This is an optimization exercise on Yosys and OpenROAD, whose aim is small area, a short achievable clock period and few clock cycles per item, not a production implementation.
Function was checked by simulation only, so behaviour that the tests miss may differ from the original.
No activity file was given, so power comes from the tool's default toggle rates. No driver is modelled on the clock port, so clocking that relies on it looks cheaper here than on a real chip.

Setup of run 1:
## pkt_loopback_top
module pkt_loopback_top #(
  parameter int FIFO_DEPTH = 8,
  parameter int MAX_BEATS  = 16
) (
  input  logic  rd_clk,
  input  logic  rd_rst_n,
  input  logic  rx_valid,
  output logic  rx_ready,
  input  pkt_pkg::beat_t rx_beat,
  input  logic  tx_enable,
  input  logic  tx_ready,
  output logic  tx_valid,
  output pkt_pkg::beat_t tx_beat
);
==> flow/config.mk <==
export PLATFORM = sky130hd
export DESIGN_NAME = pkt_loopback_top
export DESIGN_NICKNAME = pkt_loopback_top
export VERILOG_FILES = /design/flow/design.v
export SDC_FILE = /design/flow/constraint.sdc
export NUM_CORES = 4
export LEC_CHECK = 0
export ABC_AREA = 1
export CAP_MARGIN = 20
export CORE_MARGIN = 2
export CORE_UTILIZATION = 65
export SETUP_SLACK_MARGIN = 3.2
export SLEW_MARGIN = 20
==> flow/constraint.sdc <==
create_clock -name core_clock -period 5.5 [get_ports {rd_clk}]
set_input_delay 1.1000 -clock core_clock [delete_from_list [all_inputs] [get_ports {rd_clk}]]
set_output_delay 1.1000 -clock core_clock [all_outputs]
set_load 0.01 [all_outputs]
standard.sh (not shown) runs the stock make flow with config.mk's settings and CLKGATE_MAP_FILE= SYNTH_SCRIPT=/design/flow/synth_recipe.tcl, a recipe that flattens the netlist after the stock synthesis.
==> flow/flow/run.sh <==
#!/bin/bash
# The standard layout, with the port buffers made from buf_2 cells
# instead of the delay buffers buffer_ports picks by default, and clock
# tree synthesis without dummy loads.
set -euo pipefail
export BUFFER_PORTS_ARGS="-buffer_cell sky130_fd_sc_hd__buf_2"
export CTS_ARGS="-sink_clustering_enable -repair_clock_nets -sink_clustering_size 28 -sink_clustering_max_diameter 100 -dont_use_dummy_load"
bash standard.sh > standard_flow.log 2>&1
Testbench counts of run 1, summed over its fixed seeds: cycles 14,877, items 14,749.
Input-level comparison between run 2 and run 1:
# run 1
export LEC_CHECK = 0
export ABC_AREA = 1
export CAP_MARGIN = 20
export CORE_MARGIN = 2
export CORE_UTILIZATION = 65
export SETUP_SLACK_MARGIN = 3.2
export SLEW_MARGIN = 20
create_clock -name core_clock -period 5.5 [get_ports {rd_clk}]
# run 2
export LEC_CHECK = 0
export ABC_AREA = 1
export CAP_MARGIN = 20
export CORE_MARGIN = 2
export CORE_UTILIZATION = 65
export GPL_TIMING_DRIVEN = 0
export SETUP_SLACK_MARGIN = 3.15
export SLEW_MARGIN = 20
create_clock -name core_clock -period 5.5 [get_ports {rd_clk}]
### Flow results
Comparing run 2 and run 1, relative area of non-clock buffer cells in the final design is lower on run 1.
[compare] base=run 1 new=run 2: data arrival time of the worst path rose 0.02 ns, detailed-route wire length higher, number of vias per cell after detailed routing went up by 1.5%, post-layout instance area neither gained nor lost much.
On async set-or-reset flop fraction in the synthesized netlist, run 2 and run 1 are basically level.
Relative to run 1, register share of total power has decreased by 0.3 points in run 2.
Edits applied to the flow inputs when going from run 2 to run 3:
# run 2
export LEC_CHECK = 0
export ABC_AREA = 1
export CAP_MARGIN = 20
export CORE_MARGIN = 2
export CORE_UTILIZATION = 65
export GPL_TIMING_DRIVEN = 0
export SETUP_SLACK_MARGIN = 3.15
export SLEW_MARGIN = 20
create_clock -name core_clock -period 5.5 [get_ports {rd_clk}]
# run 3
export LEC_CHECK = 0
export ABC_AREA = 1
export CAP_MARGIN = 20
export CORE_MARGIN = 2
export CORE_UTILIZATION = 65
export CTS_CLUSTER_DIAMETER = 100
export CTS_CLUSTER_SIZE = 28
export SETUP_SLACK_MARGIN = 3.15
export SLEW_MARGIN = 20
create_clock -name core_clock -period 5.5 [get_ports {rd_clk}]
--- a/flow/flow/run.sh
+++ b/flow/flow/run.sh
@@ -5,4 +5,4 @@
 set -euo pipefail
 export BUFFER_PORTS_ARGS="-buffer_cell sky130_fd_sc_hd__buf_2"
-export CTS_ARGS="-sink_clustering_enable -repair_clock_nets -sink_clustering_size 28 -sink_clustering_max_diameter 100 -dont_use_dummy_load"
+export CTS_ARGS="-sink_clustering_enable -repair_clock_nets -sink_clustering_size 32 -sink_clustering_max_diameter 90 -dont_use_dummy_load"
 bash standard.sh > standard_flow.log 2>&1
Comparing first-pass GRT wire length for run 3 and run 2, the bigger number came from run 2.
On run 3: net total in the final layout is 28 lower than what run 2 gave.
The power reported for run 3 is smaller than that of run 2 by about 1.7%.
Between run 2 and run 3, depth of the worst register-to-register path increased.
Higher number of resized instances in the post-cts repair step was reported by run 2, not run 3.
The maximum frequency number comes out higher for run 3 vs run 2.
Run 3 vs run 2: clock buffer count from CTS down
Detailed route wirelength on metal3: run 3 vs run 2 down 370 um
Max via count across run 3 and run 2: run 2
Run 3 vs. run 2: wire length shows a reduction of 4600 um; setup slack increased 0.019 ns.
diff inputs: run 3 => run 4
==> flow/flow/run.sh <==
#!/bin/bash
# The standard layout, with the port buffers made from buf_2 cells
# instead of the delay buffers buffer_ports picks by default.
set -euo pipefail
export BUFFER_PORTS_ARGS="-buffer_cell sky130_fd_sc_hd__buf_2"
bash standard.sh > standard_flow.log 2>&1
[summary]
- Delta (run 4 minus run 3): area growth from synthesis to layout saw an increase; setup slack fell by 0.0089 ns; number of cells traversed by the worst register-to-register path has decreased; wire length of the first global-routing pass went up by 1.5%; count of routing violations after the opening detailed-route iteration went down.
The inputs of run 5 differ from those of run 4 as listed below.
==> flow/flow/run.sh <==
#!/bin/bash
# The standard layout, with the port buffers made from buf_2 cells
# instead of the delay buffers buffer_ports picks by default, and clock
# tree synthesis without dummy loads.
set -euo pipefail
export BUFFER_PORTS_ARGS="-buffer_cell sky130_fd_sc_hd__buf_2"
export CTS_ARGS="-sink_clustering_enable -repair_clock_nets -sink_clustering_size 28 -sink_clustering_max_diameter 100 -dont_use_dummy_load"
bash standard.sh > standard_flow.log 2>&1
--- outcome ---
- Combinational gate power essentially unchanged between run 4 and run 5.
- On run 5: detailed-route wire length on metal 1 is 0.61% higher than what run 4 gave.
- The higher summed area of non-filler cells in the final layout of run 5 and run 4 is in run 4.

[static timing again, ports no longer ideal]
Ports are ideal in the flow. The routed layouts listed here were re-timed in OpenROAD.
Step 1 assumes that a clkbuf_16 drives the clock port and a buf_2 every other input.
Step 2 moves the port delays by t, midway between the first and last clock arrival at a register: inputs arrive t later, outputs are due t later. That takes back most of the time a late clock gives input paths.
Three values: no drivers, after step 1, after step 2; two values: the first two.
run	shift t [ns]	setup slack, ns	latest minus earliest clock arrival (ns)	worst slew at a driven data input, ns	pins driven straight from the clock port
run 1	0.634	3.223 / 3.168 / 2.725	0.051 / 0.052	0.08	1
run 2	0.651	3.205 / 3.150 / 2.646	0.037 / 0.037	0.07	1
run 3	0.625	3.224 / 3.167 / 2.737	0.066 / 0.066	0.07	1
run 4	0.650	3.215 / 3.160 / 2.721	0.020 / 0.020	0.07	1
run 5	0.637	3.227 / 3.171 / 2.720	0.051 / 0.051	0.08	1
After both steps setup and hold are still met in every run listed. For run 2, which loses most, drivers alone change the setup slack by -0.055 ns; drivers and shift together by -0.559 ns.
